Context: an optimization exercise on an open-source flow, tuned for small area. The choices shown serve that exercise and are no tape-out recipe. Function was checked by simulation only, so behaviour that the tests miss may differ from the original. No driver is modelled on the clock port, so clocking that relies on it looks cheaper here than on a real chip. Power is estimated from default activity; no workload was simulated.

==> flow/design.v <==
module reram_activation_buffer #(
   parameter int NUM_NEURONS = 256,
   parameter int IDX_W       = 8,
   parameter int IN_W        = 16,
   parameter int OUT_W       = 8,
   parameter int SHIFT       = 4
) (
   input  logic                   clk,
   input  logic                   rst,
   input  logic                   in_valid,
   input  logic [IDX_W-1:0]       in_idx,
   input  logic signed [IN_W-1:0] in_value,
   output logic                   out_valid,
   input  logic                   out_ready,
   output logic [OUT_W-1:0]       out_data,
   output logic [IDX_W-1:0]       out_idx,
   output logic                   out_last,
   output logic                   frame_done,
   output logic                   drop_err,
   output logic                   dup_err,
   input  logic                   err_clear,
   output logic                   argmax_valid,
   output logic [IDX_W-1:0]       argmax_idx
);
   localparam int NW = NUM_NEURONS;
   logic                   drain;      
   logic [IDX_W-1:0]       cnt;        
   logic [NW-1:0]          bitmap;
   logic [OUT_W-1:0]       mem [NW];
   logic [IDX_W-1:0]       ra;
   logic [OUT_W-1:0]       rd_data;
   logic                   wr_en;
   logic                   is_dup;
   logic                   enter_drain;
   logic                   hs;
   logic                   last_hs;
   logic signed [IN_W-1:0] shifted;
   logic [OUT_W-1:0]       act_val;
   assign shifted = in_value >>> SHIFT;
   always_comb begin
      act_val = shifted[OUT_W-1:0];
      if (in_value[IN_W-1])
         act_val = '0;
      else if (|shifted[IN_W-2:OUT_W])
         act_val = '1;
   end
   assign ra    = cnt + IDX_W'(out_valid);
   assign is_dup = bitmap[in_idx];
   assign rd_data = mem[ra];
   always_ff @(posedge clk) begin
      if (wr_en)
         mem[in_idx] <= act_val;
   end
   assign wr_en       = !drain && in_valid;
   assign enter_drain = wr_en && !is_dup && (cnt == IDX_W'(NW-1));
   assign hs       = out_valid && out_ready;
   assign out_idx  = cnt;
   assign out_last = out_valid && (cnt == IDX_W'(NW-1));
   assign last_hs  = hs && out_last;
   always_ff @(posedge clk or posedge rst) begin
      if (rst)
         bitmap <= '0;
      else if (last_hs)
         bitmap <= '0;
      else if (wr_en)
         bitmap[in_idx] <= 1'b1;
   end
   always_ff @(posedge clk or posedge rst) begin
      if (rst) begin
         drain      <= 1'b0;
         cnt        <= '0;
         out_valid  <= 1'b0;
         frame_done <= 1'b0;
      end else begin
         frame_done <= last_hs;
         if (!drain) begin
            if (wr_en && !is_dup)
               cnt <= cnt + 1'b1;
            if (enter_drain)
               drain <= 1'b1;
         end else begin
            if (!out_valid)
               out_valid <= 1'b1;
            else if (hs) begin
               cnt <= cnt + 1'b1;
               if (out_last) begin
                  out_valid <= 1'b0;
                  drain     <= 1'b0;
               end
            end
         end
      end
   end
   always_ff @(posedge clk) begin
      if (drain && (!out_valid || out_ready))
         out_data <= rd_data;
   end
   always_ff @(posedge clk or posedge rst) begin
      if (rst) begin
         drop_err <= 1'b0;
         dup_err  <= 1'b0;
      end else if (err_clear) begin
         drop_err <= 1'b0;
         dup_err  <= 1'b0;
      end else begin
         if (in_valid && drain)
            drop_err <= 1'b1;
         if (wr_en && is_dup)
            dup_err <= 1'b1;
      end
   end
   logic [IN_W+IDX_W-1:0] max_key;
   logic [IN_W+IDX_W-1:0] in_key;
   logic                  first;
   assign in_key = {~in_value[IN_W-1], in_value[IN_W-2:0], ~in_idx};
   assign first  = (cnt == '0);
   always_ff @(posedge clk) begin
      if (wr_en && (first || (in_key > max_key)))
         max_key <= in_key;
   end
   assign argmax_valid = drain;
   assign argmax_idx   = drain ? ~max_key[IDX_W-1:0] : '0;
endmodule
clock: 6.0 ns
lec_check: 0
cap_margin: 20
core_margin: 2
core_utilization: 40
cts_buf_list: sky130_fd_sc_hd__clkbuf_8
cts_cluster_diameter: 60
cts_cluster_size: 16
slew_margin: 20
run.sh (not shown) runs the stock make flow with config.mk's settings and CLKGATE_MAP_FILE= SYNTH_SCRIPT=/design/flow/synth_recipe.tcl, a recipe that flattens the netlist after the stock synthesis.
Next try:
--- a/flow/design.v
+++ b/flow/design.v
@@ -45,8 +45,26 @@
          act_val = '1;
    end
    assign ra    = cnt + IDX_W'(out_valid);
-   assign is_dup = bitmap[in_idx];
-   assign rd_data = mem[ra];
+   localparam int NG = NW / 8;
+   logic [7:0]       ra_oh, wa_oh;
+   logic [OUT_W-1:0] grp_data [NG];
+   logic [NG-1:0]    grp_flag;
+   always_comb begin
+      for (int j = 0; j < 8; j++) begin
+         ra_oh[j] = (ra[2:0] == 3'(j));
+         wa_oh[j] = (in_idx[2:0] == 3'(j));
+      end
+      for (int g = 0; g < NG; g++) begin
+         grp_data[g] = '0;
+         grp_flag[g] = 1'b0;
+         for (int j = 0; j < 8; j++) begin
+            grp_data[g] = grp_data[g] | (mem[8*g+j] & {OUT_W{ra_oh[j]}});
+            grp_flag[g] = grp_flag[g] | (bitmap[8*g+j] & wa_oh[j]);
+         end
+      end
+   end
+   assign rd_data = grp_data[ra[IDX_W-1:3]];
+   assign is_dup  = grp_flag[in_idx[IDX_W-1:3]];
    always_ff @(posedge clk) begin
       if (wr_en)
          mem[in_idx] <= act_val;
The changed run ran to the end with no violations; cell count grows by about a fifth; synthesized area shrinks slightly; count of clock-buffer cells in the layout shrinks by 1; die area shrinks slightly; worst setup slack loses 0.049 ns; wire length grows by about a fifth; core utilization shrinks by 0.35 points; maximum frequency shrinks slightly; via count grows by a quarter to a third; flip-flop and latch count is unchanged; cell area shrinks slightly; total power shrinks by a few percent; worst hold slack loses 0.045 ns; global-route usage grows by 2.5 points.

========
== fjord ==
Starts from the design.v that is shown in full above.
make LEC_CHECK=0 CAP_MARGIN=20 CORE_MARGIN=2 CORE_UTILIZATION=40 SLEW_MARGIN=20 finish   # period 6.0 ns
## Diff of input files: cedar against fjord
-- flow/design.v --
<<< fjord, line 28
   logic [NW-1:0]          bitmap;
   logic [OUT_W-1:0]       mem [NW];
   logic [IDX_W-1:0]       ra;
   logic [OUT_W-1:0]       rd_data;
   logic                   wr_en;
   logic                   is_dup;
>>> cedar, line 28
   logic [NW-1:0]          bitmap;
   logic [OUT_W-1:0]       mem [NW];
   logic [IDX_W-1:0]       addr;
   logic                   port_en;
   logic [NW-1:0]          sel;
   logic [OUT_W-1:0]       rd_data;
   logic [OUT_W-1:0]       wr_data;
   logic                   wr_en;
   logic                   is_dup;
<<< fjord, line 45
         act_val = '1;
   end
   assign ra    = cnt + IDX_W'(out_valid);
   assign is_dup = bitmap[in_idx];
   assign rd_data = mem[ra];
   always_ff @(posedge clk) begin
      if (wr_en)
         mem[in_idx] <= act_val;
   end
   assign wr_en       = !drain && in_valid;
>>> cedar, line 48
         act_val = '1;
   end
   assign addr    = drain ? cnt : in_idx;
   assign port_en = drain | in_valid;
   always_comb begin
      for (int i = 0; i < NW; i++)
         sel[i] = port_en && (addr == IDX_W'(i));
   end
   always_comb begin
      rd_data = '0;
      is_dup  = 1'b0;
      for (int i = 0; i < NW; i++) begin
         rd_data = rd_data | (mem[i] & {OUT_W{sel[i]}});
         is_dup  = is_dup | (bitmap[i] & sel[i]);
      end
   end
   assign wr_data = drain ? rd_data : act_val;
   always_ff @(posedge clk) begin
      for (int i = 0; i < NW; i++)
         if (sel[i])
            mem[i] <= wr_data;
   end
   assign wr_en       = !drain && in_valid;
<<< fjord, line 56
   assign hs       = out_valid && out_ready;
   assign out_idx  = cnt;
   assign out_last = out_valid && (cnt == IDX_W'(NW-1));
   assign last_hs  = hs && out_last;
>>> cedar, line 72
   assign hs       = out_valid && out_ready;
   assign out_idx  = cnt;
   assign out_data = rd_data;
   assign out_last = out_valid && (cnt == IDX_W'(NW-1));
   assign last_hs  = hs && out_last;
<<< fjord, line 63
      else if (last_hs)
         bitmap <= '0;
      else if (wr_en)
         bitmap[in_idx] <= 1'b1;
   end
   always_ff @(posedge clk or posedge rst) begin
>>> cedar, line 80
      else if (last_hs)
         bitmap <= '0;
      else
         bitmap <= bitmap | sel;
   end
   always_ff @(posedge clk or posedge rst) begin
<<< fjord, line 92
      end
   end
   always_ff @(posedge clk) begin
      if (drain && (!out_valid || out_ready))
         out_data <= rd_data;
   end
   always_ff @(posedge clk or posedge rst) begin
      if (rst) begin
>>> cedar, line 109
      end
   end
   always_ff @(posedge clk or posedge rst) begin
      if (rst) begin
## What came out
fjord: full flow OK, the timing, DRC and antenna checks passed. Layout checks on cedar: not met. Flow itself completed; violations: setup timing. cedar — synthesized net count 813 higher, fjord as reference. Higher area of the core was reported by fjord, not cedar. Final area: cedar > fjord. cedar — power about 30% lower, fjord as reference. Between fjord and cedar, count of clock-buffer cells in the layout increased. cedar vs fjord, global-route met1 utilization went up by 24 points. cedar: half-perimeter wire length of the detailed placement result is about 140% higher than what fjord reported.

========
== JK ==
Another version of the RTL of reram_activation_buffer (not shown whole).
Size: about 2400 flip-flops, roughly 59 I/O pins, ~87000 sq um of cells after synthesis.
==> module reram_activation_buffer, before the edit <==
module reram_activation_buffer #(
   parameter int NUM_NEURONS = 256,
   parameter int IDX_W       = 8,
   parameter int IN_W        = 16,
   parameter int OUT_W       = 8,
   parameter int SHIFT       = 4
) (
   input  logic                   clk,
   input  logic                   rst,
   input  logic                   in_valid,
   input  logic [IDX_W-1:0]       in_idx,
   input  logic signed [IN_W-1:0] in_value,
   output logic                   out_valid,
   input  logic                   out_ready,
   output logic [OUT_W-1:0]       out_data,
   output logic [IDX_W-1:0]       out_idx,
   output logic                   out_last,
   output logic                   frame_done,
   output logic                   drop_err,
   output logic                   dup_err,
   input  logic                   err_clear,
   output logic                   argmax_valid,
   output logic [IDX_W-1:0]       argmax_idx
);
   localparam int NW = NUM_NEURONS;
   logic                   drain;      
   logic [IDX_W-1:0]       cnt;        
   logic [NW-1:0]          bitmap;
   logic [NW-1:0][OUT_W-1:0] mem;
   logic [IDX_W-1:0]       ra;
   logic [OUT_W-1:0]       rd_data;
   logic                   wr_en;
   logic                   is_dup;
   logic                   enter_drain;
   logic                   hs;
   logic                   last_hs;
   logic signed [IN_W-1:0] shifted;
   logic [OUT_W-1:0]       act_val;
   assign shifted = in_value >>> SHIFT;
   always_comb begin
      act_val = shifted[OUT_W-1:0];
      if (in_value[IN_W-1])
         act_val = '0;
      else if (|shifted[IN_W-2:OUT_W])
         act_val = '1;
   end
   assign wr_en = !drain && in_valid;
   assign ra    = cnt + IDX_W'(out_valid);
   localparam int K  = 8;
   localparam int KW = 3;             
   localparam int NG = NW / K;
   logic [K-1:0]     ra_oh;
   logic [OUT_W-1:0] grp_data [NG];
   always_comb begin
      for (int j = 0; j < K; j++)
         ra_oh[j] = (ra[KW-1:0] == KW'(j));
      for (int g = 0; g < NG; g++) begin
         grp_data[g] = '0;
         for (int j = 0; j < K; j++)
            grp_data[g] = grp_data[g] | (mem[K*g+j] & {OUT_W{ra_oh[j]}});
      end
   end
   logic [NG-1:0]    rg_oh;
   always_comb begin
      for (int g = 0; g < NG; g++)
         rg_oh[g] = (ra[IDX_W-1:KW] == (IDX_W-KW)'(g));
      rd_data = '0;
      for (int g = 0; g < NG; g++)
         rd_data = rd_data | (grp_data[g] & {OUT_W{rg_oh[g]}});
   end
   logic [NW-1:0] wsel;
   always_comb begin
      for (int i = 0; i < NW; i++)
         wsel[i] = wr_en && (in_idx[7:4] == 4'(i >> 4)) && (in_idx[3:0] == 4'(i & 15));
   end
   assign is_dup = !fresh && |(bitmap & wsel);
   logic [NW-1:0] whold;
   always_comb begin
      for (int i = 0; i < NW; i++)
         whold[i] = !wr_en || (in_idx[7:5] != 3'(i >> 5)) ||
                    (in_idx[4:2] != 3'((i >> 2) & 7)) || (in_idx[1:0] != 2'(i & 3));
   end
   always_ff @(posedge clk) begin
      for (int i = 0; i < NW; i++)
         mem[i] <= (mem[i] & {OUT_W{whold[i]}}) | (act_val & {OUT_W{wsel[i]}});
   end
   assign enter_drain = wr_en && !is_dup && (cnt == IDX_W'(NW-1));
   assign hs       = out_valid && out_ready;
   assign out_idx  = cnt;
   assign out_last = out_valid && (cnt == IDX_W'(NW-1));
   assign last_hs  = hs && out_last;
   logic fresh;
   always_ff @(posedge clk or posedge rst) begin
      if (rst)
         fresh <= 1'b1;
      else
         fresh <= 1'b0;
   end
   always_ff @(posedge clk) begin
      if (fresh || last_hs)
         bitmap <= wsel;
      else
         bitmap <= bitmap | wsel;
   end
   always_ff @(posedge clk or posedge rst) begin
      if (rst) begin
         drain      <= 1'b0;
         cnt        <= '0;
         out_valid  <= 1'b0;
         frame_done <= 1'b0;
      end else begin
         frame_done <= last_hs;
         if (!drain) begin
            if (wr_en && !is_dup)
               cnt <= cnt + 1'b1;
            if (enter_drain)
               drain <= 1'b1;
         end else begin
            if (!out_valid)
               out_valid <= 1'b1;
            else if (hs) begin
               cnt <= cnt + 1'b1;
               if (out_last) begin
                  out_valid <= 1'b0;
                  drain     <= 1'b0;
               end
            end
         end
      end
   end
   always_ff @(posedge clk) begin
      if (drain && (!out_valid || out_ready))
         out_data <= rd_data;
   end
   always_ff @(posedge clk or posedge rst) begin
      if (rst) begin
         drop_err <= 1'b0;
         dup_err  <= 1'b0;
      end else if (err_clear) begin
         drop_err <= 1'b0;
         dup_err  <= 1'b0;
      end else begin
         if (in_valid && drain)
            drop_err <= 1'b1;
         if (wr_en && is_dup)
            dup_err <= 1'b1;
      end
   end
   logic [IN_W+IDX_W-1:0] max_key;
   logic [IN_W+IDX_W-1:0] in_key;
   logic                  first;
   assign in_key = {~in_value[IN_W-1], in_value[IN_W-2:0], ~in_idx};
   assign first  = (cnt == '0);
   always_ff @(posedge clk) begin
      if (wr_en && (first || (in_key > max_key)))
         max_key <= in_key;
   end
   assign argmax_valid = drain;
   assign argmax_idx   = drain ? ~max_key[IDX_W-1:0] : '0;
endmodule
==> flow/config.mk <==
export PLATFORM = sky130hd
export DESIGN_NAME = reram_activation_buffer
export DESIGN_NICKNAME = reram_activation_buffer
export VERILOG_FILES = /design/flow/design.v
export SDC_FILE = /design/flow/constraint.sdc
export NUM_CORES = 4
export LEC_CHECK = 0
export CAP_MARGIN = 20
export CORE_MARGIN = 2
export CORE_UTILIZATION = 60
export CTS_BUF_LIST = sky130_fd_sc_hd__clkbuf_8
export CTS_CLUSTER_DIAMETER = 60
export CTS_CLUSTER_SIZE = 16
export PLACE_DENSITY = 0.72
export SLEW_MARGIN = 20
==> flow/constraint.sdc <==
create_clock -name core_clock -period 6.0 [get_ports {clk}]
set_input_delay 1.2000 -clock core_clock [delete_from_list [all_inputs] [get_ports {clk}]]
set_output_delay 1.2000 -clock core_clock [all_outputs]
set_load 0.01 [all_outputs]
standard.sh (not shown) runs the stock make flow with config.mk's settings and CLKGATE_MAP_FILE= SYNTH_SCRIPT=/design/flow/synth_recipe.tcl, a recipe that flattens the netlist after the stock synthesis.
==> flow/flow/run.sh <==
#!/bin/bash
set -euo pipefail
export CTS_ARGS="-sink_clustering_enable -repair_clock_nets -dont_use_dummy_load -buf_list sky130_fd_sc_hd__clkbuf_8 -sink_clustering_size 16 -sink_clustering_max_diameter 60"
export BUFFER_PORTS_ARGS="-buffer_cell sky130_fd_sc_hd__buf_1"
bash standard.sh > standard.log 2>&1
--- input diff JK..MS ---
==> flow/design.v <==
module reram_activation_buffer #(
   parameter int NUM_NEURONS = 256,
   parameter int IDX_W       = 8,
   parameter int IN_W        = 16,
   parameter int OUT_W       = 8,
   parameter int SHIFT       = 4
) (
   input  logic                   clk,
   input  logic                   rst,
   input  logic                   in_valid,
   input  logic [IDX_W-1:0]       in_idx,
   input  logic signed [IN_W-1:0] in_value,
   output logic                   out_valid,
   input  logic                   out_ready,
   output logic [OUT_W-1:0]       out_data,
   output logic [IDX_W-1:0]       out_idx,
   output logic                   out_last,
   output logic                   frame_done,
   output logic                   drop_err,
   output logic                   dup_err,
   input  logic                   err_clear,
   output logic                   argmax_valid,
   output logic [IDX_W-1:0]       argmax_idx
);
   localparam int NW = NUM_NEURONS;
   logic                   drain;      
   logic [IDX_W-1:0]       cnt;        
   logic [NW-1:0]          bitmap;
   logic [OUT_W-1:0]       mem [NW];
   logic [IDX_W-1:0]       ra;
   logic [OUT_W-1:0]       rd_data;
   logic                   wr_en;
   logic                   is_dup;
   logic                   enter_drain;
   logic                   hs;
   logic                   last_hs;
   logic signed [IN_W-1:0] shifted;
   logic [OUT_W-1:0]       act_val;
   assign shifted = in_value >>> SHIFT;
   always_comb begin
      act_val = shifted[OUT_W-1:0];
      if (in_value[IN_W-1])
         act_val = '0;
      else if (|shifted[IN_W-2:OUT_W])
         act_val = '1;
   end
   assign wr_en = !drain && in_valid;
   assign ra    = cnt + IDX_W'(out_valid);
   localparam int K  = 8;
   localparam int KW = 3;             
   localparam int NG = NW / K;
   logic [K-1:0]     ra_oh;
   logic [OUT_W-1:0] grp_data [NG];
   always_comb begin
      for (int j = 0; j < K; j++)
         ra_oh[j] = (ra[KW-1:0] == KW'(j));
      for (int g = 0; g < NG; g++) begin
         grp_data[g] = '0;
         for (int j = 0; j < K; j++)
            grp_data[g] = grp_data[g] | (mem[K*g+j] & {OUT_W{ra_oh[j]}});
      end
   end
   assign rd_data = grp_data[ra[IDX_W-1:KW]];
   logic [NW-1:0] wsel;
   always_comb begin
      for (int i = 0; i < NW; i++)
         wsel[i] = wr_en && (in_idx == IDX_W'(i));
   end
   assign is_dup = |(bitmap & wsel);
   always_ff @(posedge clk) begin
      for (int i = 0; i < NW; i++)
         if (wsel[i])
            mem[i] <= act_val;
   end
   assign enter_drain = wr_en && !is_dup && (cnt == IDX_W'(NW-1));
   assign hs       = out_valid && out_ready;
   assign out_idx  = cnt;
   assign out_last = out_valid && (cnt == IDX_W'(NW-1));
   assign last_hs  = hs && out_last;
   always_ff @(posedge clk or posedge rst) begin
      if (rst)
         bitmap <= '0;
      else if (last_hs)
         bitmap <= '0;
      else
         bitmap <= bitmap | wsel;
   end
   always_ff @(posedge clk or posedge rst) begin
      if (rst) begin
         drain      <= 1'b0;
         cnt        <= '0;
         out_valid  <= 1'b0;
         frame_done <= 1'b0;
      end else begin
         frame_done <= last_hs;
         if (!drain) begin
            if (wr_en && !is_dup)
               cnt <= cnt + 1'b1;
            if (enter_drain)
               drain <= 1'b1;
         end else begin
            if (!out_valid)
               out_valid <= 1'b1;
            else if (hs) begin
               cnt <= cnt + 1'b1;
               if (out_last) begin
                  out_valid <= 1'b0;
                  drain     <= 1'b0;
               end
            end
         end
      end
   end
   always_ff @(posedge clk) begin
      if (drain && (!out_valid || out_ready))
         out_data <= rd_data;
   end
   always_ff @(posedge clk or posedge rst) begin
      if (rst) begin
         drop_err <= 1'b0;
         dup_err  <= 1'b0;
      end else if (err_clear) begin
         drop_err <= 1'b0;
         dup_err  <= 1'b0;
      end else begin
         if (in_valid && drain)
            drop_err <= 1'b1;
         if (wr_en && is_dup)
            dup_err <= 1'b1;
      end
   end
   logic [IN_W+IDX_W-1:0] max_key;
   logic [IN_W+IDX_W-1:0] in_key;
   logic                  first;
   assign in_key = {~in_value[IN_W-1], in_value[IN_W-2:0], ~in_idx};
   assign first  = (cnt == '0);
   always_ff @(posedge clk) begin
      if (wr_en && (first || (in_key > max_key)))
         max_key <= in_key;
   end
   assign argmax_valid = drain;
   assign argmax_idx   = drain ? ~max_key[IDX_W-1:0] : '0;
endmodule
[summary]
Looking at the reports, MS completed the entire flow and the layout it produced met the timing, DRC and antenna checks. Non-clock buffer count (MS vs. JK) decreases slightly. JK → MS: total power went up, final non-filler cell area rose about 3.6%, fraction of area in multi-input gates went down by 20 points. Fmax: MS above JK. Wire: MS routes less than JK. MS reports a higher worst-case reg-to-reg path depth than JK does. Sort MS and JK by global-route usage desc -> top: JK.

==> afterwards: timing with drivers on the ports <==
No port has a modelled driver above. Below, the same layouts with a new extraction and two added sets of constraints.
Step 1 (the two cells are an assumption about what drives the block):
set clk [get_ports {clk}]
set_driving_cell -lib_cell sky130_fd_sc_hd__clkbuf_16 $clk
set_driving_cell -lib_cell sky130_fd_sc_hd__buf_2 [delete_from_list [all_inputs] $clk]
Step 2 adds t to the input delays and takes it off the output delays; t is the mean of the earliest and latest rising clock arrival at the registers after step 1. Input paths then give back, and output paths get back, about the clock's delay inside the block.
Slacks: ideal ports / drivers / drivers and shift; pairs: ideal ports / drivers.
run | shift t [ns] | slack for setup (ns) | clock arrival spread, ns | slew at the worst register clock pin (ns) | worst data-port slew with drivers (ns)
the first run of note 1 | 1.057 | 0.982 / 0.905 / 1.043 | 0.066 / 0.066 | 0.11 / 0.11 | 0.10
the second run of note 1 | 1.054 | 0.933 / 0.933 / 0.674 | 0.075 / 0.076 | 0.11 / 0.11 | 0.03
fjord | 0.948 | 1.208 / 1.113 / 1.051 | 0.101 / 0.101 | 0.07 / 0.07 | 0.09
cedar | 1.004 | -0.964 / -1.069 / -0.931 | 0.057 / 0.058 | 0.07 / 0.07 | 0.07
JK | 1.004 | 0.244 / 0.244 / 0.244 | 0.102 / 0.102 | 0.12 / 0.12 | 0.19
MS | 1.012 | 0.379 / 0.379 / 0.379 | 0.136 / 0.137 | 0.11 / 0.11 | 0.13
The setup slack of the second run of note 1, which loses most, moves by 0.000 ns with the drivers and by -0.259 ns with both steps.
